Background: an optimization exercise with open tools, aiming at small area, a short achievable clock period and few clock cycles per item. Do not read the settings as production practice. RTL that was checked went through simulation tests only; none was proved equivalent to the original. Function not checked in run 1: the RTL went through the layout flow alone. Power figures rest on the tool's default switching activity, not on a simulated workload.

==> design.v <==
module ring_stats_collector #(
    parameter int NUM_NODES            = 8,
    parameter int CNT_W                = 64,
    parameter int NUM_PACKETS_PER_NODE = 20,
    parameter int TIMEOUT_CYCLES       = 65535
) (
    input  logic                       clk,
    input  logic                       rst_n,
    input  logic                       start,
    input  logic [NUM_NODES*CNT_W-1:0] sent_flat,
    input  logic [NUM_NODES*CNT_W-1:0] recv_flat,
    input  logic [NUM_NODES*CNT_W-1:0] lat_flat,
    output logic                       busy,
    output logic                       done,
    output logic                       timeout,
    output logic [CNT_W-1:0]           sum_sent,
    output logic [CNT_W-1:0]           sum_recv,
    output logic [CNT_W-1:0]           sum_lat,
    output logic [CNT_W-1:0]           avg_lat,
    output logic [CNT_W-1:0]           drop_cnt
    ,
    output logic [CNT_W-1:0]           min_recv,
    output logic [$clog2(NUM_NODES)-1:0] min_recv_node
);
    localparam int IDX_W = $clog2(NUM_NODES);
    localparam logic [CNT_W-1:0] EXPECTED = CNT_W'(NUM_NODES * NUM_PACKETS_PER_NODE);
    localparam int FD_W = 8;
    localparam int FQ_W = 9;
    localparam int TMR_W = 16;  
    function automatic logic [2*CNT_W-1:0] csa(input logic [CNT_W-1:0] a, b, c);
        logic [CNT_W-1:0] s, cy;
        s  = a ^ b ^ c;
        cy = (a & b) | (a & c) | (b & c);
        csa = {cy[CNT_W-2:0], 1'b0, s};
    endfunction
    function automatic logic [CNT_W-1:0] sum8(input logic [NUM_NODES*CNT_W-1:0] v);
        logic [CNT_W-1:0] s1, c1, s2, c2, s3, c3, s4, c4, s5, c5, s6, c6;
        {c1, s1} = csa(v[0*CNT_W +: CNT_W], v[1*CNT_W +: CNT_W], v[2*CNT_W +: CNT_W]);
        {c2, s2} = csa(v[3*CNT_W +: CNT_W], v[4*CNT_W +: CNT_W], v[5*CNT_W +: CNT_W]);
        {c3, s3} = csa(s1, c1, s2);
        {c4, s4} = csa(c2, v[6*CNT_W +: CNT_W], v[7*CNT_W +: CNT_W]);
        {c5, s5} = csa(s3, c3, s4);
        {c6, s6} = csa(s5, c5, c4);
        sum8 = s6 + c6;
    endfunction
    logic [CNT_W-1:0] in_sent, in_recv, in_lat;
    assign in_sent = sum8(sent_flat);
    assign in_recv = sum8(recv_flat);
    assign in_lat  = sum8(lat_flat);
    logic [CNT_W-1:0] rv [NUM_NODES];
    logic [3:0]       l1_c, l1_r;    
    logic [1:0]       l2_c, l2_r;    
    logic [CNT_W-1:0] m1 [4];
    logic [CNT_W-1:0] q0, q1;
    logic [CNT_W-1:0] in_min;
    logic [IDX_W-1:0] in_min_idx;
    always_comb begin
        for (int i = 0; i < NUM_NODES; i++) rv[i] = recv_flat[i*CNT_W +: CNT_W];
        for (int p = 0; p < 4; p++) begin
            l1_c[p] = rv[2*p+1] < rv[2*p];
            m1[p]   = l1_c[p] ? rv[2*p+1] : rv[2*p];
        end
        for (int p = 0; p < 2; p++) l2_c[p] = m1[2*p+1] < m1[2*p];
        q0 = l2_r[0] ? (l1_r[1] ? rv[3] : rv[2]) : (l1_r[0] ? rv[1] : rv[0]);
        q1 = l2_r[1] ? (l1_r[3] ? rv[7] : rv[6]) : (l1_r[2] ? rv[5] : rv[4]);
        if (q1 < q0) begin
            in_min     = q1;
            in_min_idx = {1'b1, l2_r[1], l2_r[1] ? l1_r[3] : l1_r[2]};
        end else begin
            in_min     = q0;
            in_min_idx = {1'b0, l2_r[0], l2_r[0] ? l1_r[1] : l1_r[0]};
        end
    end
    logic             sdiv;       
    logic [6:0]       cnt;
    logic [TMR_W-1:0] timer;
    logic [CNT_W-1:0] rem;
    logic             accept, waiting, complete, decide, cap;
    assign accept   = start && !busy;
    assign waiting  = busy && !sdiv;
    assign complete = (sum_recv >= EXPECTED);
    assign decide   = waiting && (complete || (&timer));
    assign cap      = accept || (waiting && !decide);
    localparam int MW = FD_W + 3;
    logic [MW-1:0] in_m3, in_m5, in_m7, m3, m5, m7;
    assign in_m3 = MW'(in_recv[FD_W-1:0]) + {in_recv[FD_W-1:0], 1'b0};
    assign in_m5 = MW'(in_recv[FD_W-1:0]) + {in_recv[FD_W-1:0], 2'b0};
    assign in_m7 = {in_recv[FD_W-1:0], 3'b0} - MW'(in_recv[FD_W-1:0]);
    logic [CNT_W-1:0] fq;
    logic             fast;
    always_comb begin
        logic [FD_W+FQ_W+1:0] r;
        logic [MW-1:0]        t, s, m [8];
        logic [FD_W-1:0]      d;
        logic                 dz;
        d  = sum_recv[FD_W-1:0];
        dz = (d == '0);
        m[0] = '0;
        m[1] = MW'(d);
        m[2] = MW'({d, 1'b0});
        m[3] = m3;
        m[4] = MW'({d, 2'b0});
        m[5] = m5;
        m[6] = {m3[MW-2:0], 1'b0};
        m[7] = m7;
        r  = {2'b0, sum_lat[FD_W+FQ_W-1:0]};
        fq = '0;
        for (int j = FQ_W - 3; j >= 0; j -= 3) begin
            t = r[j +: MW];
            s = t;
            for (int k = 1; k < 8; k++) begin
                if (t >= m[k]) begin
                    fq[j +: 3] = 3'(k);
                    s = t - m[k];
                end
            end
            r[j +: MW] = s;
        end
        if (dz) fq = '0;
        fast = (sum_recv[CNT_W-1:FD_W] == '0) &&
               (dz || ((sum_lat[CNT_W-1:FD_W+FQ_W] == '0) &&
                       (sum_lat[FD_W+FQ_W-1:FQ_W] < d)));
    end
    logic [CNT_W-1:0] rem_shift, rem_next;
    logic             rem_ge;
    always_comb begin
        rem_shift = {rem[CNT_W-2:0], avg_lat[CNT_W-1]};
        rem_ge    = rem[CNT_W-1] || (rem_shift >= sum_recv);
        rem_next  = rem_ge ? (rem_shift - sum_recv) : rem_shift;
    end
    always_ff @(posedge clk or negedge rst_n) begin
        if (!rst_n) begin
            busy <= 1'b0;
            done <= 1'b0;
            sdiv <= 1'b0;
        end else begin
            if (accept) begin
                busy <= 1'b1;
                done <= 1'b0;
            end else if (decide) begin
                if (fast) begin
                    busy <= 1'b0;
                    done <= 1'b1;
                end else begin
                    sdiv <= 1'b1;
                end
            end else if (sdiv && cnt == 7'd63) begin
                sdiv <= 1'b0;
                busy <= 1'b0;
                done <= 1'b1;
            end
        end
    end
    always_ff @(posedge clk) begin
        if (cap) begin
            sum_sent      <= in_sent;
            sum_recv      <= in_recv;
            sum_lat       <= in_lat;
            l1_r          <= l1_c;
            l2_r          <= l2_c;
            m3            <= in_m3;
            m5            <= in_m5;
            m7            <= in_m7;
        end
        if (cap || decide) begin
            min_recv      <= in_min;
            min_recv_node <= in_min_idx;
        end
        if (accept) timer <= '0;
        else if (waiting) timer <= timer + 1'b1;
        if (decide) begin
            timeout <= !complete;
            avg_lat <= fast ? fq : sum_lat;
            rem     <= '0;
            cnt     <= '0;
        end else if (sdiv) begin
            avg_lat <= {avg_lat[CNT_W-2:0], rem_ge};
            rem     <= rem_next;
            cnt     <= cnt + 1'b1;
        end
    end
    assign drop_cnt = (sum_sent >= sum_recv) ? (sum_sent - sum_recv) : '0;
endmodule
==> run.sh <==
#!/bin/bash
# synth_recipe.tcl (not shown) runs the flow's synth.tcl, then flattens the netlist and writes it again
# the make line also repeats each setting of config.mk as NAME=value (left out here)
make -C /OpenROAD-flow-scripts/flow DESIGN_CONFIG=/design/flow/config.mk WORK_HOME=/design/flow/orfs CLKGATE_MAP_FILE= SYNTH_SCRIPT=/design/flow/synth_recipe.tcl finish
==> config.mk <==
export PLATFORM = sky130hd
export DESIGN_NAME = ring_stats_collector
export DESIGN_NICKNAME = ring_stats_collector
export VERILOG_FILES = /design/flow/design.v
export SDC_FILE = /design/flow/constraint.sdc
export NUM_CORES = 4
export LEC_CHECK = 0
export CAP_MARGIN = 20
export CORE_AREA = 5 5 445 445
export DIE_AREA = 0 0 450 450
export SLEW_MARGIN = 20
==> constraint.sdc <==
create_clock -name core_clock -period 9.0 [get_ports {clk}]
set_input_delay 1.8000 -clock core_clock [delete_from_list [all_inputs] [get_ports {clk}]]
set_output_delay 1.8000 -clock core_clock [all_outputs]
set_load 0.01 [all_outputs]
==> results.sh, run 1 <==
export IMPL_synthFlopType="edfxtp_1"
export IMPL_async_reset_ff_share_pct=0.671
export IMPL_num_rows=161
export IMPL_start_util_pct=44.8
export IMPL_synth_cells=9804
export IMPL_ys_seq_elements=447
export IMPL_die_y_um=450
export IMPL_avgSynthCellArea_sq_um=8.79
export IMPL_lastStage="I/O pin placement"
export IMPL_yosysUniqueCellTypes=92
export IMPL_syn_num_nets=13500
export IMPL_syn_area_sq_um=86200
export IMPL_ys_warn_count=4
export IMPL_die_w_um=450
export IMPL_synth_edf_count=357
export IMPL_error="[ERROR PPL-0024] Number of IO pins (1929) exceeds maximum number of available positions (1628). Increase the die perimeter from 1800.00um to 2623.44um."
export IMPL_synth_seq_area_share_pct=14.5
export IMPL_status="did not finish"
[kinds of logic after synthesis]
group	count (synthesis)	synth area share (%)
AO/OA/AOI/OAI	2283	16.5
buffers and inverters	2267	9.91
adder cells (fa/ha/maj)	2113	40.6
AND/OR/NAND/NOR	2008	10.9
flip-flops	447	14.5
XOR/XNOR	400	4.06
multiplexers	286	3.44
[synthesized netlist by cell type, types with 58 or more instances]
cell	instances	area, sq um
edfxtp_1	357	10700
ha_1	974	12200
a21o_1	349	2620
clkbuf_1	162	608
nand2_1	646	2420
a21oi_1	731	3660
nand2b_1	128	801
mux2_2	71	800
o21bai_1	76	571
dfxtp_1	87	1740
nor2b_1	136	851
inv_1	2035	7640
nor2_1	514	1930
nor3_1	86	430
xnor2_1	264	2310
xor2_1	136	1190
fa_1	1139	22800
a31oi_1	58	363
nand4_1	145	907
mux2i_1	210	2100
o21a_1	136	1020
o21ai_0	504	2520
nand3_1	158	791
==> run 2, diff against run 1 <==
--- a/design.v
+++ b/design.v
@@ -34,4 +34,33 @@
         csa = {cy[CNT_W-2:0], 1'b0, s};
     endfunction
+    function automatic logic [CNT_W:0] add_bk(input logic [CNT_W-1:0] a, b, input logic cin);
+        logic [CNT_W-1:0] p, g, gg, pp, mk;
+        p  = a ^ b;
+        g  = a & b;
+        gg = {g[CNT_W-1:1], g[0] | (p[0] & cin)};
+        pp = p;
+        for (int l = 1; l < CNT_W; l = l * 2) begin
+            for (int i = 0; i < CNT_W; i++) mk[i] = (i % (2*l)) == (2*l - 1);
+            gg = gg | (mk & pp & (gg << l));
+            pp = pp & (~mk | (pp << l));
+        end
+        for (int l = CNT_W / 4; l >= 1; l = l / 2) begin
+            for (int i = 0; i < CNT_W; i++) mk[i] = (i >= 3*l - 1) && ((i % (2*l)) == (l - 1));
+            gg = gg | (mk & pp & (gg << l));
+            pp = pp & (~mk | (pp << l));
+        end
+        add_bk = {gg[CNT_W-1], p ^ {gg[CNT_W-2:0], cin}};
+    endfunction
+    function automatic logic lt_tree(input logic [CNT_W-1:0] a, b);
+        logic [CNT_W-1:0] l, g, l0;
+        l = ~a & b;
+        g = a & ~b;
+        for (int w = 1; w < CNT_W; w = w * 2) begin
+            l0 = l;
+            l  = (l >> w) | (~(g >> w) & l);
+            g  = (g >> w) | (~(l0 >> w) & g);
+        end
+        lt_tree = l[0];
+    endfunction
     function automatic logic [CNT_W-1:0] sum8(input logic [NUM_NODES*CNT_W-1:0] v);
         logic [CNT_W-1:0] s1, c1, s2, c2, s3, c3, s4, c4, s5, c5, s6, c6;
@@ -42,5 +71,5 @@
         {c5, s5} = csa(s3, c3, s4);
         {c6, s6} = csa(s5, c5, c4);
-        sum8 = s6 + c6;
+        sum8 = add_bk(s6, c6, 1'b0);
     endfunction
     logic [CNT_W-1:0] in_sent, in_recv, in_lat;
@@ -50,7 +79,7 @@
     logic [CNT_W-1:0] rv [NUM_NODES];
     logic [3:0]       l1_c, l1_r;    
-    logic [1:0]       l2_c, l2_r;    
     logic [CNT_W-1:0] m1 [4];
-    logic [CNT_W-1:0] q0, q1;
+    logic [CNT_W-1:0] m2 [2];
+    logic [1:0]       l2;
     logic [CNT_W-1:0] in_min;
     logic [IDX_W-1:0] in_min_idx;
@@ -58,16 +87,17 @@
         for (int i = 0; i < NUM_NODES; i++) rv[i] = recv_flat[i*CNT_W +: CNT_W];
         for (int p = 0; p < 4; p++) begin
-            l1_c[p] = rv[2*p+1] < rv[2*p];
-            m1[p]   = l1_c[p] ? rv[2*p+1] : rv[2*p];
-        end
-        for (int p = 0; p < 2; p++) l2_c[p] = m1[2*p+1] < m1[2*p];
-        q0 = l2_r[0] ? (l1_r[1] ? rv[3] : rv[2]) : (l1_r[0] ? rv[1] : rv[0]);
-        q1 = l2_r[1] ? (l1_r[3] ? rv[7] : rv[6]) : (l1_r[2] ? rv[5] : rv[4]);
-        if (q1 < q0) begin
-            in_min     = q1;
-            in_min_idx = {1'b1, l2_r[1], l2_r[1] ? l1_r[3] : l1_r[2]};
+            l1_c[p] = lt_tree(rv[2*p+1], rv[2*p]);
+            m1[p]   = l1_r[p] ? rv[2*p+1] : rv[2*p];
+        end
+        for (int p = 0; p < 2; p++) begin
+            l2[p] = lt_tree(m1[2*p+1], m1[2*p]);
+            m2[p] = l2[p] ? m1[2*p+1] : m1[2*p];
+        end
+        if (lt_tree(m2[1], m2[0])) begin
+            in_min     = m2[1];
+            in_min_idx = {1'b1, l2[1], l2[1] ? l1_r[3] : l1_r[2]};
         end else begin
-            in_min     = q0;
-            in_min_idx = {1'b0, l2_r[0], l2_r[0] ? l1_r[1] : l1_r[0]};
+            in_min     = m2[0];
+            in_min_idx = {1'b0, l2[0], l2[0] ? l1_r[1] : l1_r[0]};
         end
     end
@@ -84,7 +114,12 @@
     localparam int MW = FD_W + 3;
     logic [MW-1:0] in_m3, in_m5, in_m7, m3, m5, m7;
+    logic [MW-1:1] m3_r;
+    logic [MW-1:2] m5_r, m7_r;
     assign in_m3 = MW'(in_recv[FD_W-1:0]) + {in_recv[FD_W-1:0], 1'b0};
     assign in_m5 = MW'(in_recv[FD_W-1:0]) + {in_recv[FD_W-1:0], 2'b0};
     assign in_m7 = {in_recv[FD_W-1:0], 3'b0} - MW'(in_recv[FD_W-1:0]);
+    assign m3 = {m3_r, sum_recv[0]};
+    assign m5 = {m5_r, sum_recv[1:0]};
+    assign m7 = {m7_r, m3_r[1], sum_recv[0]};
     logic [CNT_W-1:0] fq;
     logic             fast;
@@ -122,10 +157,11 @@
                        (sum_lat[FD_W+FQ_W-1:FQ_W] < d)));
     end
-    logic [CNT_W-1:0] rem_shift, rem_next;
+    logic [CNT_W-1:0] rem_shift, rem_next, rem_diff;
     logic             rem_ge;
     always_comb begin
         rem_shift = {rem[CNT_W-2:0], avg_lat[CNT_W-1]};
-        rem_ge    = rem[CNT_W-1] || (rem_shift >= sum_recv);
-        rem_next  = rem_ge ? (rem_shift - sum_recv) : rem_shift;
+        {rem_ge, rem_diff} = add_bk(rem_shift, ~sum_recv, 1'b1);
+        rem_ge    = rem_ge || rem[CNT_W-1];
+        rem_next  = rem_ge ? rem_diff : rem_shift;
     end
     always_ff @(posedge clk or negedge rst_n) begin
@@ -158,8 +194,7 @@
             sum_lat       <= in_lat;
             l1_r          <= l1_c;
-            l2_r          <= l2_c;
-            m3            <= in_m3;
-            m5            <= in_m5;
-            m7            <= in_m7;
+            m3_r          <= in_m3[MW-1:1];
+            m5_r          <= in_m5[MW-1:2];
+            m7_r          <= in_m7[MW-1:2];
         end
         if (cap || decide) begin
@@ -180,4 +215,7 @@
         end
     end
-    assign drop_cnt = (sum_sent >= sum_recv) ? (sum_sent - sum_recv) : '0;
+    logic             drop_ge;
+    logic [CNT_W-1:0] drop_diff;
+    assign {drop_ge, drop_diff} = add_bk(sum_sent, ~sum_recv, 1'b1);
+    assign drop_cnt = drop_ge ? drop_diff : '0;
 endmodule
--- a/config.mk
+++ b/config.mk
@@ -7,5 +7,5 @@
 export LEC_CHECK = 0
 export CAP_MARGIN = 20
-export CORE_AREA = 5 5 445 445
-export DIE_AREA = 0 0 450 450
+export CORE_AREA = 10 10 660 660
+export DIE_AREA = 0 0 670 670
 export SLEW_MARGIN = 20
==> results.sh, run 2 <==
export IMPL_crit_arrival_ns=9.36
export IMPL_dieArea_sq_um=449000
export IMPL_pre_cts_ws_ns=-1.33
export IMPL_grt_max_degree=81
export IMPL_hold_violations=0
export IMPL_final_common_cell="inv_1"
export IMPL_stdcell_count=17000
export IMPL_place_hpwl_mm=482
export IMPL_finalWirelength_mm=531
export IMPL_finalClockSkew_ns=0.0948
export IMPL_relSlewSlack_pct=19.0
export IMPL_slew_violations=0
export IMPL_wire_per_inst_um=31.2
export IMPL_grtUsageTotal_pct=22.8
export IMPL_ys_warn_count=5
export IMPL_synth_most_common_cell="inv_1"
export IMPL_syn_area_sq_um=81800
export IMPL_hold_ws_ns=0.473
export IMPL_timing_final_crit_period_ns=8.78
export IMPL_finalSetupViolCount=0
export IMPL_status="finished clean"
export IMPL_cts_hold_fix_buffers=0
export IMPL_cts_reportedPaths_clkPinSlew_ns=0.06
export IMPL_slowest_stage="fa_2"
export IMPL_syn_num_nets=12100
export IMPL_area_delta_synth_final_pct=42.1
export IMPL_clk_latency_ns=0.83
export IMPL_yosysUniqueCellTypes=109
export IMPL_cp_top_family="compound AO/OA/AOI/OAI gates"
export IMPL_cts_sinks=445
export IMPL_leakagePower_nw=53.3
export IMPL_slowest_delay_ns=0.62
export IMPL_grt_pass1_vias=77900
export IMPL_async_reset_ff_share_pct=0.674
export IMPL_cp_required_ns=9.58
export IMPL_cts_tree="done"
export IMPL_startpoint_type="primary input"
export IMPL_die_y_um=670
export IMPL_vdd_ir_drop_max_mv=0.312
export IMPL_antenna_found_initial=262
export IMPL_cap_viol_max_count=0
export IMPL_nets=14700
export IMPL_avgSynthCellArea_sq_um=9.48
export IMPL_core_area_sq_um=420000
export IMPL_h_tree_depth=3
export IMPL_viasPerCell=4.46
export IMPL_synth_top_area_share_pct=31.6
export IMPL_max_freq_mhz=114
export IMPL_synth_top_area_cell="fa_1"
export IMPL_min_period_over_period_pct=97.6
export IMPL_dp_cells=16800
export IMPL_root_buffer="clkbuf_16"
export IMPL_synth_seq_area_share_pct=15.3
export IMPL_io_buffers=1928
export IMPL_die_w_um=670
export IMPL_num_rows=238
export IMPL_globalplace_congestion=1.03
export IMPL_placed_area_sq_um=113000
export IMPL_layout_drive_gt1_share_pct=10.3
export IMPL_synth_cells=8630
export IMPL_first_pass_iters=6
export IMPL_start_util_pct=19.5
export IMPL_synthFlopType="edfxtp_1"
export IMPL_stdcell_area_sq_um=116000
export IMPL_cts_buffers=76
export IMPL_worst_pin_slew_ns=1.20
export IMPL_grt_pass1_wl_mm=699
export IMPL_hold_class="register to register"
export IMPL_crit_buf_inv=7
export IMPL_synth_edf_count=355
export IMPL_ios=1929
export IMPL_setup_ws_ns=0.220
export IMPL_final_cell_mix="2052 x inv_1, 1881 x clkdlybuf4s50_1, 1277 x fa_1"
export IMPL_overflow=0
export IMPL_drc_errors=0
export IMPL_dr_total_vias=75800
export IMPL_ys_seq_elements=445
export IMPL_drtAntennaViolNets=0
export IMPL_synth_top_cells_by_count="2066 x inv_1, 1291 x fa_1, 651 x ha_1"
export IMPL_fin_util_pct=27.6
export IMPL_worstSetupPathType="primary input to register"
export IMPL_setup_tns_ns=0
export IMPL_clock_path_buffers=4
export IMPL_power_density_nw_per_um2=256
export IMPL_total_power_mw=29.8
export IMPL_first_iter_violations=6184
export IMPL_worst_setup_path_end_kind="register"
export IMPL_r2r_slack_ns=0.46
export IMPL_cp_max_fo=3
export IMPL_synth_area_leaders="fa_1 32%, edfxtp_1 13%, ha_1 10%, inv_1 9.5%, mux2i_1 3.6%"
-- run 2: cells by family (layout without fill, tap and decap cells) --
group / after synthesis / after routing / synth area share (%)
buffers and inverters: 2228 / 4865 / 10.7
adders and majority gates: 2076 / 2076 / 43.2
AOI/OAI and AO/OA: 1601 / 1601 / 13.0
and+or+nand+nor: 1556 / 1556 / 9.08
DFF: 445 / 445 / 15.3
muxes: 444 / 444 / 5.77
xor gates and xnor gates: 280 / 280 / 3.00
other: 0 / 81 / 0
-- run 2: worst paths after layout --
| path | startpoint | endpoint | cells after the start |
|---|---|---|---|
| setup / recovery | lat_flat[68] | sum_lat[63] | 34 |
| hold / removal | cnt[6] | cnt[6] | 1 |
| setup reg to reg | sum_recv[0] | avg_lat[1] | 45 |
| hold reg to reg | cnt[6] | cnt[6] | 1 |
| max in group asynchronous | rst_n | sdiv | 1 |
| min in group asynchronous | rst_n | done | 1 |
-- run 2: worst reg2reg max path: cells and delay by family (launching register included) --
family                   cells  cell delay, ns
buffers and inverters        6            0.99
AND/OR/NAND/NOR              8            0.77
flip-flops                   1            0.48
multiplexers                 2            0.43
AO/OA/AOI/OAI               25            4.40
adder cells (fa/ha/maj)      4            1.21
-- run 2: layout make-up --
cell class                 instances  area [sq um]
antenna                           81           203
clock buffer                      81          1950
clock inverter                    50           526
fill                           44800        304000
inverter                        2070          7780
multi-input combinational       5957         61100
sequential                       445         12500
tap                             5640          7060
timing repair buffer            2664         25100
-- run 2: repair_timing --
item / in CTS / in global routing
pin swaps: 20 / 64
gates resized for setup: 64 / 85
setup buffers: 5 / 11
setup endpoints to repair: 69 / 54
cloned: 0 / 1
-- run 2: layer usage --
metal | GRT usage [%] | share of wire, % | vias to the layer above | routed length, um
met5 | 0 | 0.17 | - | 900
met4 | 7.23 | 4.0 | 146 | 21400
met3 | 7.16 | 9.1 | 809 | 48200
met2 | 41.1 | 50 | 3338 | 266000
met1 | 25.5 | 37 | 37900 | 194000
li1 | - | - | 33600 | -
-- run 2: power by group --
| group | switching, mW | internal (mW) |
|---|---|---|
| registers | 0.121 | 3.81 |
| clock network | 1.34 | 1.80 |
| logic | 12.1 | 10.6 |
Testbench counts of run 2, summed over its fixed seeds: cycles 768, items 384.
==> run 3, diff against run 2 <==
==> flow/run.sh (new file) <==
#!/bin/bash
# Layout flow: the standard ORFS flow (standard.sh) with three knobs changed:
#  - synthesis without Yosys's early "abc -fast" pass (SYNTH_ARGS=-noabc), so extract_fa sees
#    the carry-save adders in their written polarity and maps them to full adders without
#    inverters between them; the later ABC mapping and all register handling are unchanged;
#  - port buffers are sky130_fd_sc_hd__buf_1 instead of the delay buffer buffer_ports picks;
#  - IO pins may sit on adjacent routing tracks, so the smaller die in config.mk fits them.
# The whole make output goes to flow_make.log here; ORFS keeps each step's log in orfs/logs.
set -euo pipefail
bash standard.sh \
  SYNTH_ARGS=-noabc \
  "BUFFER_PORTS_ARGS=-buffer_cell sky130_fd_sc_hd__buf_1" \
  "PLACE_PINS_ARGS=-min_distance 1 -min_distance_in_tracks" \
  finish > flow_make.log 2>&1
==> standard.sh (new file) <==
#!/bin/bash
# synth_recipe.tcl (not shown) runs the flow's synth.tcl, then flattens the netlist and writes it again
# the make line also repeats each setting of config.mk as NAME=value (left out here)
make -C /OpenROAD-flow-scripts/flow DESIGN_CONFIG=/design/flow/config.mk WORK_HOME=/design/flow/orfs CLKGATE_MAP_FILE= SYNTH_SCRIPT=/design/flow/synth_recipe.tcl "${@:-finish}"
--- a/config.mk
+++ b/config.mk
@@ -7,5 +7,5 @@
 export LEC_CHECK = 0
 export CAP_MARGIN = 20
-export CORE_AREA = 10 10 660 660
-export DIE_AREA = 0 0 670 670
+export CORE_AREA = 5 5 395 395
+export DIE_AREA = 0 0 400 400
 export SLEW_MARGIN = 20
removed: run.sh
==> results.sh, run 3 <==
export IMPL_status="finished clean"
export IMPL_grtUsageTotal_pct=42.3
export IMPL_final_common_cell="buf_1"
export IMPL_timing_final_crit_period_ns=8.69
export IMPL_setup_ws_ns=0.308
export IMPL_pre_cts_ws_ns=-0.646
export IMPL_nets=12900
export IMPL_grt_pass1_vias=71000
export IMPL_cts_sinks=445
export IMPL_ys_warn_count=5
export IMPL_r2r_slack_ns=0.37
export IMPL_synth_top_area_share_pct=34.3
export IMPL_layout_drive_gt1_share_pct=8.07
export IMPL_p_comb_share_pct=74.3
export IMPL_viasPerCell=5.94
export IMPL_start_util_pct=49.7
export IMPL_ys_seq_elements=445
export IMPL_first_iter_violations=6098
export IMPL_hold_violations=0
export IMPL_worst_setup_path_end_kind="register"
export IMPL_slowest_delay_ns=0.58
export IMPL_placed_area_sq_um=87900
export IMPL_clk_latency_ns=0.73
export IMPL_dp_cells=11300
export IMPL_synth_cells=7082
export IMPL_avgSynthCellArea_sq_um=10.6
export IMPL_crit_arrival_ns=9.12
export IMPL_synthFlopType="edfxtp_1"
export IMPL_slowest_stage="fa_1"
export IMPL_finalClockSkew_ns=0.0538
export IMPL_synth_most_common_cell="fa_1"
export IMPL_max_freq_mhz=115
export IMPL_hold_ws_ns=0.493
export IMPL_globalplace_congestion=1.10
export IMPL_io_buffers=1928
export IMPL_yosysUniqueCellTypes=96
export IMPL_core_area_sq_um=152000
export IMPL_syn_num_nets=10600
export IMPL_slew_violations=0
export IMPL_first_pass_iters=7
export IMPL_root_buffer="clkbuf_16"
export IMPL_synth_seq_area_share_pct=16.6
export IMPL_min_period_over_period_pct=96.6
export IMPL_cap_viol_max_count=0
export IMPL_relSlewSlack_pct=21.8
export IMPL_synth_area_leaders="fa_1 34%, edfxtp_1 14%, ha_1 11%, mux2i_1 3.2%, o21ai_0 3.0%"
export IMPL_async_reset_ff_share_pct=0.674
export IMPL_worst_pin_slew_ns=1.17
export IMPL_synth_top_area_cell="fa_1"
export IMPL_clock_path_buffers=3
export IMPL_ios=1929
export IMPL_vdd_ir_drop_max_mv=0.325
export IMPL_finalWirelength_mm=348
export IMPL_leakagePower_nw=37.4
export IMPL_clkPwrFrac_pct=11.1
export IMPL_grt_pass1_wl_mm=483
export IMPL_cts_reportedPaths_clkPinSlew_ns=0.06
export IMPL_place_hpwl_mm=307
export IMPL_h_tree_depth=2
export IMPL_crit_path_frequent_cell="fa_1"
export IMPL_antenna_found_initial=194
export IMPL_stdcell_count=11600
export IMPL_p_seq_share_pct=14.6
export IMPL_final_cell_mix="1927 x buf_1, 1288 x fa_1, 664 x ha_1"
export IMPL_p_int_mw=13.6
export IMPL_area_delta_synth_final_pct=20.5
export IMPL_worstSetupPathType="primary input to register"
export IMPL_stdcell_area_sq_um=90700
export IMPL_hold_class="register to register"
export IMPL_dieArea_sq_um=160000
export IMPL_power_density_nw_per_um2=275
export IMPL_power_switching_mw=11.4
export IMPL_cts_buffers=59
export IMPL_drtAntennaViolNets=0
export IMPL_startpoint_type="primary input"
export IMPL_cp_max_fo=3
export IMPL_num_rows=143
export IMPL_synth_top_cells_by_count="1291 x fa_1, 664 x ha_1, 588 x inv_1"
export IMPL_cts_tree="done"
export IMPL_overflow=0
export IMPL_synth_edf_count=355
export IMPL_die_w_um=400
export IMPL_rsz0062_at_grt="true"
export IMPL_finalSetupViolCount=0
export IMPL_dr_total_vias=69100
export IMPL_swShare_pct=45.6
export IMPL_syn_area_sq_um=75300
export IMPL_die_y_um=400
export IMPL_wire_per_inst_um=29.9
export IMPL_cp_required_ns=9.43
export IMPL_grt_max_degree=152
export IMPL_cts_hold_fix_buffers=0
export IMPL_drc_errors=0
-- run 3: kinds of logic (layout without fill, tap and decap cells) --
group	Yosys count	count (layout)	share of synthesized area (%)
adders and majority gates	2173	2173	48.3
AOI/OAI and AO/OA	1577	1577	13.4
and+or+nand+nor	1533	1533	9.76
buffers and inverters	730	3079	3.92
DFF	445	445	16.6
muxes	347	347	4.81
xor gates and xnor gates	277	277	3.22
other	0	174	0
-- run 3: power by group through the flow --
stage,Combinational (mW),Clock [mW],Sequential (mW)
floorplan,12.5,0,3.68
global route,20.6,2.87,3.64
CTS,18.4,2.80,3.64
detailed placement,18.3,0,3.68
global placement,17.7,0,3.68
finish,18.5,2.77,3.64
-- run 3: what timing repair did --
action                                  in CTS  in global routing
pin swaps                                    0                 19
gates resized for setup                      3                 51
endpoints found under the setup margin       2                 70
setup buffers                                0                  5
-- run 3: routing by layer --
layer	track usage, %	up-vias	part of all wire [%]
met5	1.60	-	0.095
met4	38.1	30	11
met3	12.7	1292	10
met2	65.2	4124	44
met1	47.2	34100	34
li1	-	29600	-
-- run 3: path summary, 6_finish.rpt --
kind,start,end,cells after the start
worst max-delay path,recv_flat[322],sum_recv[63],32
worst min-delay path,timer[6],timer[6],2
worst max register to register,sum_lat[6],avg_lat[1],47
worst min register to register,timer[6],timer[6],2
max in group asynchronous,rst_n,sdiv,1
min in group asynchronous,rst_n,done,1
-- run 3: per-stage QoR --
step                TNS (ns)  utilization (%)  total power [mW]
detailed placement     -1.64             58.0              22.0
CTS                        0             59.5              24.8
global placement       -1.37             58.0              21.4
floorplan                  0                -              16.1
finish                     0             59.9              24.9
global route         -0.0384             59.8              27.1
-- run 3: worst max-delay path, delay by kind of cell --
family | cells | cell delay, ns
adders and majority gates | 7 | 3.03
AOI/OAI and AO/OA | 15 | 2.83
xor gates and xnor gates | 4 | 0.63
buffers and inverters | 3 | 0.51
and+or+nand+nor | 3 | 0.29
-- run 3: cell type report --
type / count / area, sq um
Clock inverter: 41 / 621
Inverter: 589 / 2210
Clock buffer: 71 / 1610
Fill cell: 13300 / 60800
Sequential cell: 445 / 12500
Timing Repair Buffer: 2378 / 10800
Tap cell: 2030 / 2540
Antenna cell: 174 / 435
Multi-Input combinational cell: 5907 / 60100
==> run 4, diff against run 3 <==
--- a/design.v
+++ b/design.v
@@ -73,8 +73,10 @@
         sum8 = add_bk(s6, c6, 1'b0);
     endfunction
-    logic [CNT_W-1:0] in_sent, in_recv, in_lat;
-    assign in_sent = sum8(sent_flat);
+    logic                       sel_sent;
+    logic [NUM_NODES*CNT_W-1:0] sl_flat;
+    logic [CNT_W-1:0]           in_recv, in_sl;
+    assign sl_flat = sel_sent ? sent_flat : lat_flat;
     assign in_recv = sum8(recv_flat);
-    assign in_lat  = sum8(lat_flat);
+    assign in_sl   = sum8(sl_flat);
     logic [CNT_W-1:0] rv [NUM_NODES];
     logic [3:0]       l1_c, l1_r;    
@@ -102,11 +104,12 @@
         end
     end
+    logic             wt;         
     logic             sdiv;       
-    logic [6:0]       cnt;
+    logic [5:0]       cnt;
     logic [TMR_W-1:0] timer;
-    logic [CNT_W-1:0] rem;
+    logic             rem_top;    
     logic             accept, waiting, complete, decide, cap;
     assign accept   = start && !busy;
-    assign waiting  = busy && !sdiv;
+    assign waiting  = wt;
     assign complete = (sum_recv >= EXPECTED);
     assign decide   = waiting && (complete || (&timer));
@@ -126,5 +129,7 @@
     always_comb begin
         logic [FD_W+FQ_W+1:0] r;
-        logic [MW-1:0]        t, s, m [8];
+        logic [MW-1:0]        t, s, m [8], df [8];
+        logic [8:0]           c;      
+        logic [7:0]           oh;
         logic [FD_W-1:0]      d;
         logic                 dz;
@@ -143,11 +148,16 @@
         for (int j = FQ_W - 3; j >= 0; j -= 3) begin
             t = r[j +: MW];
-            s = t;
-            for (int k = 1; k < 8; k++) begin
-                if (t >= m[k]) begin
-                    fq[j +: 3] = 3'(k);
-                    s = t - m[k];
-                end
+            for (int k = 0; k < 8; k++) begin
+                {c[k], df[k]} = {1'b0, t} - {1'b0, m[k]};
+                c[k] = !c[k];
             end
+            c[0] = 1'b1;
+            c[8] = 1'b0;
+            for (int k = 0; k < 8; k++) oh[k] = c[k] && !c[k+1];
+            s = '0;
+            for (int k = 0; k < 8; k++) s = s | ({MW{oh[k]}} & df[k]);
+            fq[j+2] = c[4];
+            fq[j+1] = (c[2] && !c[4]) || c[6];
+            fq[j]   = oh[1] || oh[3] || oh[5] || oh[7];
             r[j +: MW] = s;
         end
@@ -157,16 +167,17 @@
                        (sum_lat[FD_W+FQ_W-1:FQ_W] < d)));
     end
-    logic [CNT_W-1:0] rem_shift, rem_next, rem_diff;
-    logic             rem_ge;
-    always_comb begin
-        rem_shift = {rem[CNT_W-2:0], avg_lat[CNT_W-1]};
-        {rem_ge, rem_diff} = add_bk(rem_shift, ~sum_recv, 1'b1);
-        rem_ge    = rem_ge || rem[CNT_W-1];
-        rem_next  = rem_ge ? rem_diff : rem_shift;
-    end
+    logic             add_ge, q_bit, last;
+    logic [CNT_W-1:0] add_diff, rem_new;
+    assign {add_ge, add_diff} = add_bk(sum_sent, ~sum_recv, 1'b1);
+    assign drop_cnt = add_ge ? add_diff : '0;
+    assign q_bit    = rem_top || add_ge;
+    assign rem_new  = q_bit ? add_diff : sum_sent;
+    assign last     = (cnt == 6'd63);
+    assign sel_sent = decide || (sdiv && last);
     always_ff @(posedge clk or negedge rst_n) begin
         if (!rst_n) begin
             busy <= 1'b0;
             done <= 1'b0;
+            wt   <= 1'b0;
             sdiv <= 1'b0;
         end else begin
@@ -174,5 +185,7 @@
                 busy <= 1'b1;
                 done <= 1'b0;
+                wt   <= 1'b1;
             end else if (decide) begin
+                wt   <= 1'b0;
                 if (fast) begin
                     busy <= 1'b0;
@@ -181,5 +194,5 @@
                     sdiv <= 1'b1;
                 end
-            end else if (sdiv && cnt == 7'd63) begin
+            end else if (sdiv && last) begin
                 sdiv <= 1'b0;
                 busy <= 1'b0;
@@ -189,12 +202,21 @@
     end
     always_ff @(posedge clk) begin
+        l1_r  <= l1_c;
+        m3_r  <= in_m3[MW-1:1];
+        m5_r  <= in_m5[MW-1:2];
+        m7_r  <= in_m7[MW-1:2];
+        timer   <= busy ? timer + 1'b1 : '0;
+        cnt     <= sdiv ? cnt + 1'b1 : '0;
+        rem_top <= sdiv ? rem_new[CNT_W-1] : 1'b0;
         if (cap) begin
-            sum_sent      <= in_sent;
             sum_recv      <= in_recv;
-            sum_lat       <= in_lat;
-            l1_r          <= l1_c;
-            m3_r          <= in_m3[MW-1:1];
-            m5_r          <= in_m5[MW-1:2];
-            m7_r          <= in_m7[MW-1:2];
+            sum_lat       <= in_sl;
+        end
+        if ((decide && fast) || (sdiv && last)) begin
+            sum_sent      <= in_sl;
+        end else if (decide) begin
+            sum_sent      <= {{(CNT_W-1){1'b0}}, sum_lat[CNT_W-1]};
+        end else if (sdiv) begin
+            sum_sent      <= {rem_new[CNT_W-2:0], avg_lat[CNT_W-2]};
         end
         if (cap || decide) begin
@@ -202,20 +224,10 @@
             min_recv_node <= in_min_idx;
         end
-        if (accept) timer <= '0;
-        else if (waiting) timer <= timer + 1'b1;
+        if (wt) timeout <= !complete;
         if (decide) begin
-            timeout <= !complete;
             avg_lat <= fast ? fq : sum_lat;
-            rem     <= '0;
-            cnt     <= '0;
         end else if (sdiv) begin
-            avg_lat <= {avg_lat[CNT_W-2:0], rem_ge};
-            rem     <= rem_next;
-            cnt     <= cnt + 1'b1;
-        end
-    end
-    logic             drop_ge;
-    logic [CNT_W-1:0] drop_diff;
-    assign {drop_ge, drop_diff} = add_bk(sum_sent, ~sum_recv, 1'b1);
-    assign drop_cnt = drop_ge ? drop_diff : '0;
+            avg_lat <= {avg_lat[CNT_W-2:0], q_bit};
+        end
+    end
 endmodule
--- a/config.mk
+++ b/config.mk
@@ -9,3 +9,4 @@
 export CORE_AREA = 5 5 395 395
 export DIE_AREA = 0 0 400 400
+export SETUP_SLACK_MARGIN = 2
 export SLEW_MARGIN = 20
==> results.sh, run 4 <==
export IMPL_status="did not finish"
export IMPL_lastStage="global routing"
export IMPL_error="[ERROR GRT-0116] Global routing finished with congestion. Check the congestion regions in the DRC Viewer."
export IMPL_grt_pass1_vias=78700
export IMPL_synthFlopType="edfxtp_1"
export IMPL_ys_seq_elements=382
export IMPL_cts_sinks=382
export IMPL_h_tree_depth=2
export IMPL_clock_path_buffers=3
export IMPL_syn_num_nets=10500
export IMPL_grtUsageTotal_pct=55.6
export IMPL_synth_area_leaders="fa_1 26%, edfxtp_1 15%, nand2_1 11%, ha_1 10%, mux2i_1 3.1%"
export IMPL_syn_area_sq_um=66700
export IMPL_start_util_pct=44.0
export IMPL_cts_buffers=47
export IMPL_overflow=7
export IMPL_synth_top_cells_by_count="1877 x nand2_1, 854 x fa_1, 535 x ha_1"
export IMPL_globalplace_congestion=1.26
export IMPL_cts_hold_fix_buffers=0
export IMPL_ios=1929
export IMPL_root_buffer="clkbuf_16"
export IMPL_synth_top_area_share_pct=25.6
export IMPL_io_buffers=1928
export IMPL_grt_pass1_wl_mm=613
export IMPL_ys_warn_count=6
export IMPL_synth_most_common_cell="nand2_1"
export IMPL_yosysUniqueCellTypes=97
export IMPL_dp_cells=12000
export IMPL_synth_top_area_cell="fa_1"
export IMPL_synth_cells=7581
export IMPL_async_reset_ff_share_pct=1.05
export IMPL_die_y_um=400
export IMPL_place_hpwl_mm=383
export IMPL_grt_max_degree=164
export IMPL_avgSynthCellArea_sq_um=8.79
export IMPL_synth_edf_count=324
export IMPL_synth_seq_area_share_pct=16.4
export IMPL_die_w_um=400
export IMPL_num_rows=143
-- run 4: power groups by stage --
stage / sequential, mW / clock, mW / combinational, mW
floorplan: 5.08 / 0 / 26.3
global placement: 5.20 / 0 / 49.9
detailed placement: 5.23 / 0 / 51.3
CTS: 5.22 / 2.14 / 56.0
-- run 4: worst max-delay path by stage --
stage                            start            to  slack (ns)
after floorplan           sum_recv[14]  sum_sent[63]       -0.45
after global placement    sum_recv[15]  sum_sent[63]       -1.65
after detailed placement  sum_recv[15]  sum_sent[63]       -1.80
after CTS                 sum_recv[29]  sum_sent[63]       -1.38
-- run 4: cell families after synthesis --
kind of cell,count (synthesis),share of synthesized area [%]
adders and majority gates,1593,38.8
muxes,325,5.11
and+or+nand+nor,2884,18.5
AOI/OAI and AO/OA,1432,13.8
buffers and inverters,752,4.62
DFF,382,16.4
xor gates and xnor gates,213,2.80
-- run 4: per-stage QoR --
| step | cell area [sq um] | worst slack [ns] |
|---|---|---|
| after global placement | 81100 | -1.65 |
| after floorplan | 67100 | -0.452 |
| after CTS | 84700 | -1.38 |
| after detailed placement | 81100 | -1.80 |
-- run 4: what timing repair did --
item | 4_1_cts
resized for setup | 235
endpoints found under the hold margin | 0
cloned | 6
buffers inserted | 104
pin swaps | 120
endpoints found under the setup margin | 282
-- run 4: per-layer routing --
layer | overflow | global-route usage, %
met3 | 0 | 30.0
met5 | 0 | 10.0
met2 | 1 | 77.6
met1 | 0 | 56.8
met4 | 6 | 56.9
Testbench counts of run 4, summed over its fixed seeds: cycles 768, items 384.
==> run 5, diff against run 4 <==
--- a/design.v
+++ b/design.v
@@ -79,40 +79,48 @@
     assign in_recv = sum8(recv_flat);
     assign in_sl   = sum8(sl_flat);
+    logic             mb;             
     logic [CNT_W-1:0] rv [NUM_NODES];
-    logic [3:0]       l1_c, l1_r;    
-    logic [CNT_W-1:0] m1 [4];
+    logic [3:0]       l1_c, l1_r;     
+    logic [CNT_W-1:0] a0, b0, a2, b2, w1, w3;
     logic [CNT_W-1:0] m2 [2];
-    logic [1:0]       l2;
     logic [CNT_W-1:0] in_min;
     logic [IDX_W-1:0] in_min_idx;
     always_comb begin
         for (int i = 0; i < NUM_NODES; i++) rv[i] = recv_flat[i*CNT_W +: CNT_W];
-        for (int p = 0; p < 4; p++) begin
-            l1_c[p] = lt_tree(rv[2*p+1], rv[2*p]);
-            m1[p]   = l1_r[p] ? rv[2*p+1] : rv[2*p];
-        end
-        for (int p = 0; p < 2; p++) begin
-            l2[p] = lt_tree(m1[2*p+1], m1[2*p]);
-            m2[p] = l2[p] ? m1[2*p+1] : m1[2*p];
-        end
+        w1 = l1_r[1] ? rv[3] : rv[2];
+        w3 = l1_r[3] ? rv[7] : rv[6];
+        a0 = (mb && l1_r[0]) ? rv[1] : rv[0];
+        a2 = (mb && l1_r[2]) ? rv[5] : rv[4];
+        b0 = mb ? w1 : rv[1];
+        b2 = mb ? w3 : rv[5];
+        l1_c[0] = lt_tree(b0, a0);
+        l1_c[1] = lt_tree(rv[3], rv[2]);
+        l1_c[2] = lt_tree(b2, a2);
+        l1_c[3] = lt_tree(rv[7], rv[6]);
+        m2[0] = l1_c[0] ? b0 : a0;
+        m2[1] = l1_c[2] ? b2 : a2;
         if (lt_tree(m2[1], m2[0])) begin
             in_min     = m2[1];
-            in_min_idx = {1'b1, l2[1], l2[1] ? l1_r[3] : l1_r[2]};
+            in_min_idx = {1'b1, l1_c[2], l1_c[2] ? l1_r[3] : l1_r[2]};
         end else begin
             in_min     = m2[0];
-            in_min_idx = {1'b0, l2[0], l2[0] ? l1_r[1] : l1_r[0]};
-        end
-    end
+            in_min_idx = {1'b0, l1_c[0], l1_c[0] ? l1_r[1] : l1_r[0]};
+        end
+    end
+    logic             fs;         
+    logic             fromw;      
     logic             wt;         
     logic             sdiv;       
+    logic             sel_r;      
     logic [5:0]       cnt;
     logic [TMR_W-1:0] timer;
     logic             rem_top;    
-    logic             accept, waiting, complete, decide, cap;
+    logic             accept, complete, expired, decide, cap;
     assign accept   = start && !busy;
-    assign waiting  = wt;
     assign complete = (sum_recv >= EXPECTED);
-    assign decide   = waiting && (complete || (&timer));
-    assign cap      = accept || (waiting && !decide);
+    assign expired  = &timer;
+    assign decide   = fs && (complete || fromw);
+    assign cap      = accept || wt;
+    assign mb       = fs;
     localparam int MW = FD_W + 3;
     logic [MW-1:0] in_m3, in_m5, in_m7, m3, m5, m7;
@@ -174,19 +182,27 @@
     assign rem_new  = q_bit ? add_diff : sum_sent;
     assign last     = (cnt == 6'd63);
-    assign sel_sent = decide || (sdiv && last);
+    assign sel_sent = sel_r;
     always_ff @(posedge clk or negedge rst_n) begin
         if (!rst_n) begin
-            busy <= 1'b0;
-            done <= 1'b0;
-            wt   <= 1'b0;
-            sdiv <= 1'b0;
+            busy  <= 1'b0;
+            done  <= 1'b0;
+            fs    <= 1'b0;
+            fromw <= 1'b0;
+            wt    <= 1'b0;
+            sdiv  <= 1'b0;
+            sel_r <= 1'b0;
         end else begin
+            sel_r <= 1'b0;
             if (accept) begin
-                busy <= 1'b1;
-                done <= 1'b0;
-                wt   <= 1'b1;
-            end else if (decide) begin
-                wt   <= 1'b0;
-                if (fast) begin
+                busy  <= 1'b1;
+                done  <= 1'b0;
+                fs    <= 1'b1;
+                fromw <= 1'b0;
+                sel_r <= 1'b1;
+            end else if (fs) begin
+                fs <= 1'b0;
+                if (!decide) begin
+                    wt <= 1'b1;
+                end else if (fast) begin
                     busy <= 1'b0;
                     done <= 1'b1;
@@ -194,8 +210,18 @@
                     sdiv <= 1'b1;
                 end
-            end else if (sdiv && last) begin
-                sdiv <= 1'b0;
-                busy <= 1'b0;
-                done <= 1'b1;
+            end else if (wt) begin
+                if (complete || expired) begin
+                    wt    <= 1'b0;
+                    fs    <= 1'b1;
+                    fromw <= 1'b1;
+                    sel_r <= 1'b1;
+                end
+            end else if (sdiv) begin
+                if (cnt == 6'd62) sel_r <= 1'b1;
+                if (last) begin
+                    sdiv <= 1'b0;
+                    busy <= 1'b0;
+                    done <= 1'b1;
+                end
             end
         end
@@ -220,9 +246,9 @@
             sum_sent      <= {rem_new[CNT_W-2:0], avg_lat[CNT_W-2]};
         end
-        if (cap || decide) begin
+        if (fs) begin
             min_recv      <= in_min;
             min_recv_node <= in_min_idx;
-        end
-        if (wt) timeout <= !complete;
+            timeout       <= !complete;
+        end
         if (decide) begin
             avg_lat <= fast ? fq : sum_lat;
--- a/config.mk
+++ b/config.mk
@@ -7,6 +7,6 @@
 export LEC_CHECK = 0
 export CAP_MARGIN = 20
-export CORE_AREA = 5 5 395 395
-export DIE_AREA = 0 0 400 400
+export CORE_AREA = 5 5 415 415
+export DIE_AREA = 0 0 420 420
 export SETUP_SLACK_MARGIN = 2
 export SLEW_MARGIN = 20
==> results.sh, run 5 <==
export IMPL_synth_seq_area_share_pct=16.9
export IMPL_avgSynthCellArea_sq_um=10.4
export IMPL_synth_cells=6255
export IMPL_cts_buffers=50
export IMPL_syn_num_nets=9057
export IMPL_ios=1929
export IMPL_place_hpwl_mm=357
export IMPL_start_util_pct=38.8
export IMPL_synth_area_leaders="fa_1 26%, edfxtp_1 15%, mux2_2 10%, ha_1 7.9%, mux2i_1 5.3%"
export IMPL_h_tree_depth=2
export IMPL_grt_pass1_wl_mm=566
export IMPL_grt_max_degree=131
export IMPL_dp_cells=10500
export IMPL_ys_warn_count=5
export IMPL_die_y_um=420
export IMPL_clock_path_buffers=3
export IMPL_num_rows=150
export IMPL_synth_top_area_cell="fa_1"
export IMPL_root_buffer="clkbuf_16"
export IMPL_placed_area_sq_um=76700
export IMPL_synth_top_cells_by_count="854 x fa_1, 589 x mux2_2, 409 x ha_1"
export IMPL_async_reset_ff_share_pct=1.82
export IMPL_lastStage="global routing"
export IMPL_syn_area_sq_um=64900
export IMPL_yosysUniqueCellTypes=106
export IMPL_globalplace_congestion=1.16
export IMPL_synthFlopType="edfxtp_1"
export IMPL_overflow=7
export IMPL_io_buffers=1928
export IMPL_status="did not finish"
export IMPL_grtUsageTotal_pct=47.3
export IMPL_synth_most_common_cell="fa_1"
export IMPL_grt_pass1_vias=68600
export IMPL_die_w_um=420
export IMPL_synth_top_area_share_pct=26.3
export IMPL_ys_seq_elements=385
export IMPL_cts_sinks=385
export IMPL_synth_edf_count=324
export IMPL_error="[ERROR GRT-0116] Global routing finished with congestion. Check the congestion regions in the DRC Viewer."
[run 5: layer usage]
metal / overflow / global-route usage [%]
met5: 0 / 6.45
met3: 0 / 22.3
met1: 1 / 51.3
met2: 3 / 68.1
met4: 3 / 42.3
[run 5: kinds of logic after synthesis]
family / count (synthesis) / synth area share, %
flops: 385 / 16.9
compound gates: 1296 / 13.1
xor+xnor: 218 / 2.94
mux: 960 / 16.0
buf+inv: 621 / 4.28
fa+ha+maj: 1428 / 36.8
simple gates: 1347 / 9.91
[run 5: per-stage QoR]
step           worst slack, ns  utilization (%)  hold WS, ns
4_1_cts                -0.0875             48.7        0.458
3_5_place_dp            -0.972             45.9        0.442
3_3_place_gp            -0.913             45.9        0.432
2_1_floorplan            0.324                -        0.414
[run 5: power by group through the flow]
stage | Clock [mW] | Combinational, mW | Sequential [mW]
after CTS | 2.13 | 51.3 | 5.50
after detailed placement | 0 | 46.7 | 5.52
after global placement | 0 | 46.0 | 5.51
after floorplan | 0 | 28.4 | 5.27
[run 5: how the worst max path moves through the flow]
stage                   endpoint  slack (ns)  cells after the start
detailed placement  sum_sent[63]       -0.97                     35
CTS                 sum_sent[63]       -0.09                     35
global placement    sum_sent[63]       -0.91                     35
floorplan           sum_sent[63]        0.32                     33
[run 5: timing repair]
action                                  in CTS
endpoints found under the setup margin     229
cloned                                       9
hold buffers                                 0
pin swaps                                  140
buffers inserted                           113
resized for setup                          528
Testbench counts of run 5, summed over its fixed seeds: cycles 768, items 384.
==> run 6, diff against run 5 <==
--- a/design.v
+++ b/design.v
@@ -52,4 +52,16 @@
         add_bk = {gg[CNT_W-1], p ^ {gg[CNT_W-2:0], cin}};
     endfunction
+    function automatic logic [FD_W+3:0] sub_ks(input logic [FD_W+2:0] a, b);
+        logic [FD_W+2:0] p, g, pp, gg;
+        p  = a ^ ~b;
+        g  = a & ~b;
+        gg = {g[FD_W+2:1], g[0] | p[0]};
+        pp = p;
+        for (int l = 1; l < FD_W + 3; l = l * 2) begin
+            gg = gg | (pp & (gg << l));
+            pp = pp & (pp << l);
+        end
+        sub_ks = {gg[FD_W+2], p ^ {gg[FD_W+1:0], 1'b1}};
+    endfunction
     function automatic logic lt_tree(input logic [CNT_W-1:0] a, b);
         logic [CNT_W-1:0] l, g, l0;
@@ -71,5 +83,5 @@
         {c5, s5} = csa(s3, c3, s4);
         {c6, s6} = csa(s5, c5, c4);
-        sum8 = add_bk(s6, c6, 1'b0);
+        sum8 = s6 + c6;
     endfunction
     logic                       sel_sent;
@@ -156,8 +168,5 @@
         for (int j = FQ_W - 3; j >= 0; j -= 3) begin
             t = r[j +: MW];
-            for (int k = 0; k < 8; k++) begin
-                {c[k], df[k]} = {1'b0, t} - {1'b0, m[k]};
-                c[k] = !c[k];
-            end
+            for (int k = 0; k < 8; k++) {c[k], df[k]} = sub_ks(t, m[k]);
             c[0] = 1'b1;
             c[8] = 1'b0;
==> flow/run.sh (replaced) <==
#!/bin/bash
# Layout flow: the standard ORFS flow (standard.sh) with two knobs changed:
#  - synthesis without Yosys's early "abc -fast" pass (SYNTH_ARGS=-noabc), so extract_fa sees
#    the carry-save adders in their written polarity and maps them to full adders without
#    inverters between them; the later ABC mapping and all register handling are unchanged;
#  - port buffers are sky130_fd_sc_hd__buf_1 instead of the delay buffer buffer_ports picks.
# The whole make output goes to flow_make.log here; ORFS keeps each step's log in orfs/logs.
set -euo pipefail
bash standard.sh \
  SYNTH_ARGS=-noabc \
  "BUFFER_PORTS_ARGS=-buffer_cell sky130_fd_sc_hd__buf_1" \
  finish > flow_make.log 2>&1
--- a/config.mk
+++ b/config.mk
@@ -6,7 +6,8 @@
 export NUM_CORES = 4
 export LEC_CHECK = 0
+export ABC_AREA = 1
 export CAP_MARGIN = 20
-export CORE_AREA = 5 5 415 415
-export DIE_AREA = 0 0 420 420
-export SETUP_SLACK_MARGIN = 2
+export CORE_AREA = 10 10 660 660
+export DIE_AREA = 0 0 670 670
+export SETUP_SLACK_MARGIN = 1
 export SLEW_MARGIN = 20
==> results.sh, run 6 <==
export IMPL_syn_area_sq_um=66900
export IMPL_synth_top_cells_by_count="2464 x nand2_1, 964 x inv_1, 788 x fa_1"
export IMPL_r2r_slack_ns=1.21
export IMPL_timing_final_crit_period_ns=7.79
export IMPL_finalWirelength_mm=598
export IMPL_worst_pin_slew_ns=1.27
export IMPL_wire_per_inst_um=36.4
export IMPL_use_met1_pct=32.1
export IMPL_leakagePower_nw=36.4
export IMPL_viasPerCell=4.53
export IMPL_grtUsageMet3_pct=7.61
export IMPL_hold_violations=0
export IMPL_slew_violations=0
export IMPL_clock_path_buffers=3
export IMPL_crit_arrival_ns=8.37
export IMPL_yosysUniqueCellTypes=57
export IMPL_synth_most_common_cell="nand2_1"
export IMPL_async_reset_ff_share_pct=1.82
export IMPL_dieArea_sq_um=449000
export IMPL_core_area_sq_um=420000
export IMPL_status="finished with violations"
export IMPL_grtUsageTotal_pct=25.4
export IMPL_synth_edf_count=324
export IMPL_max_freq_mhz=128
export IMPL_first_pass_iters=8
export IMPL_synth_top_area_cell="fa_1"
export IMPL_ys_seq_elements=385
export IMPL_h_tree_depth=2
export IMPL_grt_pass1_vias=70400
export IMPL_avgSynthCellArea_sq_um=7.83
export IMPL_startpoint_type="register"
export IMPL_check_faults="antenna violations"
export IMPL_timing_rr_end="sum_sent[61]"
export IMPL_worst_setup_path_end_kind="register"
export IMPL_drtAntennaViolNets=2
export IMPL_place_hpwl_mm=545
export IMPL_final_common_cell="nand2_1"
export IMPL_nets=13300
export IMPL_use_met2_pct=41.0
export IMPL_cap_viol_max_count=0
export IMPL_first_iter_violations=7615
export IMPL_die_y_um=670
export IMPL_area_delta_synth_final_pct=28.4
export IMPL_synth_cells=8550
export IMPL_num_rows=238
export IMPL_setup_ws_ns=1.21
export IMPL_syn_num_nets=11300
export IMPL_synthFlopType="edfxtp_1"
export IMPL_ys_warn_count=5
export IMPL_antenna_found_initial=463
export IMPL_grt_max_degree=149
export IMPL_start_util_pct=15.9
export IMPL_grt_pass1_wl_mm=751
export IMPL_overflow=0
export IMPL_cts_tree="done"
export IMPL_min_period_over_period_pct=86.5
export IMPL_multi_input_area_sq_um=51500
export IMPL_cts_reportedPaths_clkPinSlew_ns=0.06
export IMPL_clk_latency_ns=0.74
export IMPL_synth_area_leaders="fa_1 24%, edfxtp_1 15%, nand2_1 14%, mux2_2 8.5%, ha_1 7.7%"
export IMPL_dr_total_vias=74400
export IMPL_power_density_nw_per_um2=394
export IMPL_finalClockSkew_ns=0.0418
export IMPL_synth_seq_area_share_pct=16.4
export IMPL_worstSetupPathType="register to register"
export IMPL_hold_depth=1
export IMPL_cts_sinks=385
export IMPL_seqCellArea_sq_um=11000
export IMPL_top_usage_layer="met2"
export IMPL_cp_max_fo=33
export IMPL_relSlewSlack_pct=14.9
export IMPL_io_buffers=1928
export IMPL_vdd_ir_drop_max_mv=0.484
export IMPL_min_to="timer[0]"
export IMPL_hold_class="register to register"
export IMPL_fillerInstances=47900
export IMPL_die_w_um=670
export IMPL_layout_drive_gt1_share_pct=10.4
export IMPL_drc_errors=0
export IMPL_finalSetupViolCount=0
export IMPL_reg2reg_depth=23
export IMPL_final_cell_mix="2449 x nand2_1, 1890 x buf_1, 955 x inv_1"
export IMPL_cts_hold_fix_buffers=0
export IMPL_globalplace_congestion=1.05
export IMPL_min_delay_start="timer[0]"
export IMPL_synth_top_area_share_pct=23.6
export IMPL_total_power_mw=33.8
export IMPL_root_buffer="clkbuf_16"
export IMPL_hold_ws_ns=0.449
export IMPL_ios=1929
export IMPL_pre_cts_ws_ns=-0.934
export IMPL_cp_required_ns=9.58
export IMPL_fin_util_pct=20.4
export IMPL_rsz0062_at_grt="true"
export IMPL_cts_buffers=59
export IMPL_reg2reg_from="sel_r"
[run 6: layer usage]
metal	up-vias	wire (um)	part of all wire (%)
li1	32500	-	-
met1	36500	242000	41
met2	4170	269000	45
met3	1071	58500	9.8
met4	178	27300	4.6
met5	-	1140	0.19
[run 6: per-stage QoR]
stage	TNS [ns]	cells	cell area (sq um)
final	0	16400	86000
after global routing	0	16300	85700
after CTS	0	16300	85300
after detailed placement	-10.76	16100	82900
after global placement	-11.67	16100	82900
after floorplan	0	8550	66900
[run 6: worst max path at each step]
stage / from / slack, ns / endpoint / depth (start not counted)
2_1_floorplan: sent_flat[4] / 1.53 / sum_sent[43] / 23
3_3_place_gp: recv_flat[67] / -0.95 / sum_recv[61] / 24
3_5_place_dp: recv_flat[67] / -0.93 / sum_recv[61] / 24
4_1_cts: sum_recv[0] / 1.00 / drop_cnt[59] / 26
5_1_grt: sum_recv[1] / 0.89 / avg_lat[0] / 57
6_report: sel_r / 1.21 / sum_sent[61] / 23
[run 6: kinds of logic (layout without fill, tap and decap cells)]
family	after synthesis	in the layout	synth area share [%]
AND/OR/NAND/NOR	3707	3707	22.5
multiplexers	512	512	8.60
AO/OA/AOI/OAI	1285	1285	11.0
adder cells (fa/ha/maj)	1199	1199	31.3
other	0	148	0
XOR/XNOR	239	239	3.13
flip-flops	385	385	16.4
buffers and inverters	1223	3318	7.19
[run 6: cell type report]
class,instances,area share [%]
antenna,148,0.431
clock inverter,42,0.592
clock buffer,68,1.84
sequential,385,12.8
inverter,969,4.24
timing repair buffer,2239,11.9
multi-input combinational,6942,59.9
tap,5640,8.21
[run 6: timing repair]
action / 4_1_cts / 5_1_grt
buffers inserted: 14 / 14
gates resized for setup: 38 / 90
setup endpoints to repair: 112 / 83
pin swaps: 1 / 14
[run 6: power breakdown]
| part | switching (mW) | leakage [nW] | total, mW | internal [mW] |
|---|---|---|---|---|
| Sequential | 0.327 | 3.75 | 3.45 | 3.13 |
| Combinational | 17.9 | 31.7 | 27.7 | 9.81 |
| Clock | 1.11 | 1.01 | 2.64 | 1.53 |
[run 6: critical path: stages (launching register included)]
cell and delay, ns:
dfrtp_4 0.49, buf_4 0.14, buf_12 0.16, buf_4 0.43
buf_4 0.55, mux2_2 0.44, fa_1 0.51, fa_1 0.52
fa_1 0.57, fa_1 0.42, ha_1 0.44, a21oi_1 0.31
inv_1 0.14, a31oi_1 0.33, o21ai_0 0.19, a21oi_1 0.28
nor3_1 0.08, nor3_1 0.41, o41ai_1 0.21, buf_4 0.20
a31oi_1 0.19, xor2_1 0.33, nand2_1 0.09, nand2_1 0.09
Testbench counts of run 6, summed over its fixed seeds: cycles 768, items 384.
==> run 7, diff against run 6 <==
--- a/config.mk
+++ b/config.mk
@@ -10,4 +10,4 @@
 export CORE_AREA = 10 10 660 660
 export DIE_AREA = 0 0 670 670
-export SETUP_SLACK_MARGIN = 1
+export SETUP_SLACK_MARGIN = 2
 export SLEW_MARGIN = 20
==> results.sh, run 7 <==
export IMPL_status="finished clean"
export IMPL_start_util_pct=15.9
export IMPL_setup_tns_ns=0
export IMPL_async_reset_ff_share_pct=1.82
export IMPL_timing_final_crit_period_ns=7.29
export IMPL_use_met2_pct=40.8
export IMPL_cts_reportedPaths_clkPinSlew_ns=0.06
export IMPL_die_y_um=670
export IMPL_synthFlopType="edfxtp_1"
export IMPL_ys_seq_elements=385
export IMPL_clock_path_buffers=3
export IMPL_use_met1_pct=31.3
export IMPL_hold_violations=0
export IMPL_finalSetupViolCount=0
export IMPL_io_buffers=1928
export IMPL_grt_pass1_wl_mm=751
export IMPL_hold_class="register to register"
export IMPL_dieArea_sq_um=449000
export IMPL_clk_latency_ns=0.74
export IMPL_wire_per_inst_um=36.3
export IMPL_ios=1929
export IMPL_r2r_slack_ns=1.71
export IMPL_nets=13500
export IMPL_num_rows=238
export IMPL_avgSynthCellArea_sq_um=7.83
export IMPL_cts_buffers=60
export IMPL_synth_top_area_cell="fa_1"
export IMPL_reg2reg_from="sum_recv[3]"
export IMPL_first_pass_iters=6
export IMPL_timing_rr_end="avg_lat[0]"
export IMPL_min_to="timer[0]"
export IMPL_place_hpwl_mm=543
export IMPL_reg2reg_depth=51
export IMPL_drtAntennaViolNets=0
export IMPL_placed_area_sq_um=82500
export IMPL_cts_sinks=385
export IMPL_vdd_ir_drop_max_mv=0.393
export IMPL_area_delta_synth_final_pct=34.0
export IMPL_max_freq_mhz=137
export IMPL_syn_num_nets=11300
export IMPL_leakagePower_nw=37.7
export IMPL_crit_path_frequent_cell="nand2_1"
export IMPL_slew_violations=0
export IMPL_final_cell_mix="2418 x nand2_1, 1845 x buf_1, 920 x inv_1"
export IMPL_finalClockSkew_ns=0.0540
export IMPL_drc_errors=0
export IMPL_slowest_delay_ns=0.58
export IMPL_grtUsageTotal_pct=25.3
export IMPL_grt_pass1_vias=71200
export IMPL_dr_total_vias=75500
export IMPL_cts_tree="done"
export IMPL_die_w_um=670
export IMPL_synth_edf_count=324
export IMPL_ys_warn_count=5
export IMPL_startpoint_type="register"
export IMPL_relSlewSlack_pct=17.8
export IMPL_stdcell_area_sq_um=89600
export IMPL_min_delay_start="timer[0]"
export IMPL_rsz0062_at_grt="true"
export IMPL_root_buffer="clkbuf_16"
export IMPL_worstSetupPathType="register to register"
export IMPL_globalplace_congestion=1.06
export IMPL_crit_arrival_ns=7.88
export IMPL_grtUsageMet3_pct=8.93
export IMPL_first_iter_violations=7942
export IMPL_antenna_found_initial=451
export IMPL_viasPerCell=4.55
export IMPL_top_usage_layer="met2"
export IMPL_core_area_sq_um=420000
export IMPL_worst_setup_path_end_kind="register"
export IMPL_hold_depth=1
export IMPL_syn_area_sq_um=66900
export IMPL_power_density_nw_per_um2=409
export IMPL_grt_max_degree=143
export IMPL_cap_viol_max_count=0
export IMPL_slowest_stage="edfxtp_1"
export IMPL_worst_pin_slew_ns=1.22
export IMPL_fillerInstances=47700
export IMPL_finalWirelength_mm=602
export IMPL_cp_required_ns=9.59
export IMPL_synth_most_common_cell="nand2_1"
export IMPL_overflow=0
export IMPL_final_common_cell="nand2_1"
export IMPL_synth_seq_area_share_pct=16.4
export IMPL_min_period_over_period_pct=81.0
export IMPL_yosysUniqueCellTypes=57
export IMPL_synth_cells=8550
export IMPL_synth_top_area_share_pct=23.6
export IMPL_synth_area_leaders="fa_1 24%, edfxtp_1 15%, nand2_1 14%, mux2_2 8.5%, ha_1 7.7%"
export IMPL_cp_max_fo=4
export IMPL_synth_top_cells_by_count="2464 x nand2_1, 964 x inv_1, 788 x fa_1"
export IMPL_layout_drive_gt1_share_pct=15.0
export IMPL_h_tree_depth=2
run 7: cell families (layout without fill, tap and decap cells):
group	count (synthesis)	after routing	synth area share [%]
AOI/OAI and AO/OA	1285	1285	11.0
DFF	385	385	16.4
buffers and inverters	1223	3464	7.19
and+or+nand+nor	3707	3707	22.5
other	0	163	0
adders and majority gates	1199	1199	31.3
xor gates and xnor gates	239	239	3.13
muxes	512	512	8.60
run 7: power by group:
part | switching, mW | leakage (nW) | internal [mW]
logic | 19.5 | 33.0 | 11.2
registers | 0.347 | 3.75 | 3.13
clock network | 1.12 | 0.972 | 1.39
total | 20.9 | 37.7 | 15.7
run 7: per-stage QoR:
| stage | utilization [%] | instances | setup WS, ns | hold slack (ns) | power [mW] |
|---|---|---|---|---|---|
| global route | 21.3 | 16500 | 1.39 | 0.481 | 39.3 |
| floorplan | - | 8550 | 2.01 | 0.418 | 19.2 |
| detailed placement | 19.6 | 16100 | 0.203 | 0.448 | 30.5 |
| global placement | 19.6 | 16100 | 0.114 | 0.433 | 30.2 |
| CTS | 20.7 | 16400 | 1.52 | 0.464 | 34.9 |
| finish | 21.3 | 16600 | 1.71 | 0.459 | 36.7 |
run 7: worst max-delay path: cells and delay by family (launching register included):
family	cells	cell delay, ns
AO/OA/AOI/OAI	11	1.45
adder cells (fa/ha/maj)	3	0.84
buffers and inverters	11	1.37
flip-flops	1	0.58
AND/OR/NAND/NOR	26	2.93
run 7: area by class of cell:
| type | instances | area [sq um] | share of cell area (%) |
|---|---|---|---|
| timing repair inverter | 3 | 61.3 | 0.0684 |
| timing repair buffer | 2379 | 11900 | 13.2 |
| antenna | 163 | 408 | 0.455 |
| multi-input combinational | 6942 | 53600 | 59.7 |
| sequential | 385 | 11000 | 12.3 |
| inverter | 969 | 3710 | 4.14 |
| clock buffer | 77 | 1650 | 1.84 |
| tap | 5640 | 7060 | 7.87 |
| clock inverter | 36 | 329 | 0.367 |
run 7: worst max path at each step:
stage / cells past startpoint / end / slack (ns) / startpoint
final: 51 / avg_lat[0] / 1.71 / sum_recv[3]
after CTS: 29 / drop_cnt[55] / 1.52 / sum_recv[0]
after floorplan: 26 / sum_sent[46] / 2.01 / sent_flat[322]
after detailed placement: 24 / sum_recv[57] / 0.20 / recv_flat[3]
after global routing: 51 / avg_lat[0] / 1.39 / sum_recv[3]
after global placement: 24 / sum_recv[57] / 0.11 / recv_flat[3]
run 7: timing repair:
item | CTS | global route
endpoints found under the setup margin | 204 | 181
resized for setup | 390 | 430
endpoints found under the hold margin | 0 | 0
cloned | 1 | 7
pin swaps | 122 | 186
setup buffers | 118 | 73
hold buffers | 0 | 0
run 7: routing by layer:
layer / part of all wire, % / wire (um)
met5: 0.22 / 1330
met4: 4.6 / 27900
met3: 10 / 61100
met2: 45 / 270000
met1: 40 / 242000

## afterwards: timing with drivers on the ports
In the flow no input, the clock included, has a driving cell. The finished layouts below were timed again as built, in two steps. Step 1: set_driving_cell puts a clkbuf_16 on clk and a buf_2 on each other input, an assumption about the parent block. Step 2 moves the port delays by t, midway between the first and last clock arrival at a register: inputs arrive t later, outputs are due t later. That takes back most of the time a late clock gives input paths. a / b / c = no drivers / after step 1 / after step 2; a / b = the first two.
run	t (ns)	setup slack, ns	worst hold slack (ns)	worst slew at a driven data input, ns
run 2	0.875	0.220 / 0.280 / -0.596	0.473 / 0.473 / 0.473	0.46
run 3	0.790	0.308 / 0.229 / -0.424	0.493 / 0.493 / 0.493	0.23
run 6	0.794	1.212 / 1.212 / 0.463	0.449 / 0.449 / 0.449	0.48
run 7	0.796	1.711 / 1.632 / 1.221	0.459 / 0.459 / 0.459	0.51
Met with ideal ports but missed after step 2: setup timing in run 2 and run 3. For run 2, which loses most, drivers alone change the setup slack by +0.060 ns; drivers and shift together by -0.816 ns.
